What follows belongs to an exercise in optimizing a design on an open flow for small area and a short achievable clock period; a production flow would make more cautious choices. Function was checked by simulation only, so behaviour that the tests miss may differ from the original. Power and IR drop assume default switching activity.

Design mips_reg_file, start of the top module:
module mips_reg_file #(
  parameter int DATA_W = mips_reg_file_pkg::DATA_W,
  parameter int ADDR_W = mips_reg_file_pkg::ADDR_W
) (
  input  logic              clk,
  input  logic              rst_n,
  input  logic [ADDR_W-1:0] rs_addr,
  input  logic [ADDR_W-1:0] rt_addr,
  input  logic [ADDR_W-1:0] rd_addr,
  input  logic              wr_en,
  input  logic [DATA_W-1:0] wr_data,
  output logic [DATA_W-1:0] rs_data,
  output logic [DATA_W-1:0] rt_data,
  input  logic [ADDR_W-1:0] dbg_addr,
  output logic [DATA_W-1:0] dbg_data,
  output logic [15:0]       wr_count
);
  localparam int NREGS = 1 << ADDR_W;
  logic [DATA_W-1:0] regs  [1:NREGS-1];
  logic [NREGS-1:1]  valid;
  logic [NREGS-1:1]  we, we_n;
  logic [NREGS-1:1]  sel_rs, sel_rt, sel_dbg;
  logic [NREGS-1:1]  lo_rs, lo_rt;
  logic [3:0]        hi_rs, hi_rt;
  logic              wr_commit;
  assign wr_commit = wr_en && (rd_addr != '0);
  always_comb begin
    for (int g = 0; g < 4; g++) begin
      hi_rs[g] = (rs_addr[4:3] == 2'(g));
      hi_rt[g] = (rt_addr[4:3] == 2'(g));
    end
  end
  always_comb begin
    for (int i = 1; i < NREGS; i++) begin
      we[i]      = wr_en && (rd_addr == ADDR_W'(i));
      we_n[i]    = !we[i];
      sel_rs[i]  = valid[i] && (rs_addr  == ADDR_W'(i));
      sel_rt[i]  = valid[i] && (rt_addr  == ADDR_W'(i));
      lo_rs[i]   = valid[i] && (rs_addr[2:0] == 3'(i));
      lo_rt[i]   = valid[i] && (rt_addr[2:0] == 3'(i));
      sel_dbg[i] = valid[i] && (dbg_addr == ADDR_W'(i));
    end
  end
  logic [DATA_W-1:0] regs_d [1:NREGS-1];
  for (genvar i = 1; i < NREGS; i++) begin : g_hold
    for (genvar b = 0; b < DATA_W; b++) begin : g_bit
      mips_reg_file_hold u_hold (
        .we(we[i]), .we_n(we_n[i]), .d(wr_data[b]), .q(regs[i][b]), .y(regs_d[i][b])
      );
    end
  end
  always_ff @(posedge clk) begin
    for (int i = 1; i < NREGS; i++) begin
      regs[i] <= regs_d[i];
    end
  end
  always_ff @(posedge clk or negedge rst_n) begin
    if (!rst_n) begin
      valid <= '0;
    end else begin
      valid <= valid | we;
    end
  end
  logic [DATA_W-1:0] dbg_next;
  logic [NREGS-1:1]  col [DATA_W];
  always_comb begin
    for (int b = 0; b < DATA_W; b++) begin
      for (int i = 1; i < NREGS; i++) begin
  ...
Size in the first run: roughly 4100 cells after synthesis, ~1100 flip-flops.
clock: 7.0 ns
lec_check: 0
cap_margin: 20
core_margin: 2
core_utilization: 25
cts_buf_list: sky130_fd_sc_hd__clkbuf_16
cts_cluster_diameter: 100
cts_cluster_size: 16
place_density: 0.3
setup_slack_margin: 2.5
slew_margin: 20
synth_hierarchical: 1
run.sh (not shown) runs the stock make flow with config.mk's settings and CLKGATE_MAP_FILE= SYNTH_SCRIPT=/design/flow/synth_recipe.tcl, a recipe that flattens the netlist after the stock synthesis.
Next try:
Settings changed: CTS_BUF_LIST sky130_fd_sc_hd__clkbuf_16 to not set, CTS_CLUSTER_DIAMETER 100 to not set, CTS_CLUSTER_SIZE 16 to not set.
Effect: Design area increases by 4.0%. Clock-buffer cell count rises by 145. Cell count rises by 1.9%. Synthesized area does not change. Synthesized cell count does not change. Routed wire length increases by 0.36%. Sequential power hardly moves. Utilization increases by 1.3 points.
Next try:
Settings changed: CTS_BUF_LIST set to sky130_fd_sc_hd__clkbuf_16, CTS_CLUSTER_DIAMETER set to 100, CTS_CLUSTER_SIZE set to 16, SETUP_SLACK_MARGIN 2.5 to 2.25.
Outcome: The changed run finished clean; final cell count drops by 1.9%; routed wire length drops by 0.31%; count of clock-buffer cells in the layout drops by 145; combinational power hardly moves; worst setup slack degrades by 0.24 ns; worst hold slack is about the same; sequential share of layout area climbs by 1.6 points; final area drops by 4.2%.
Next try:
Settings changed: CTS_CLUSTER_SIZE 16 to 20.
Result:
- hold slack hardly moves
- die area is unchanged
- cell count hardly moves
- clock skew goes up by 0.0078 ns
- synthesized cell count is unchanged
- sequential power barely changes
- utilization is about the same

## port drivers added, routing unchanged
The flow's constraints put no driver on any port. The routed layouts listed below were extracted and timed again, unchanged, in two steps.
Step 1, drivers: a clkbuf_16 drives clk and a buf_2 each remaining input, both assumed.
Step 2 adds t to the input delays and takes it off the output delays; t is the mean of the earliest and latest rising clock arrival at the registers after step 1. Input paths then give back, and output paths get back, about the clock's delay inside the block.
Three values: no drivers, after step 1, after step 2; two values: the first two.
run	t, ns	slack for setup (ns)	clock arrival spread, ns
the first run	0.839	2.032 / 1.753 / 1.249	0.034 / 0.035
the second run	0.900	2.033 / 1.753 / 1.476	0.030 / 0.030
the third run	0.828	1.792 / 1.717 / 1.032	0.032 / 0.032
the fourth run	0.826	1.842 / 1.760 / 1.083	0.048 / 0.048
After both steps setup and hold are still met in every run listed. For the first run, which loses most, drivers alone change the setup slack by -0.279 ns; drivers and shift together by -0.783 ns.
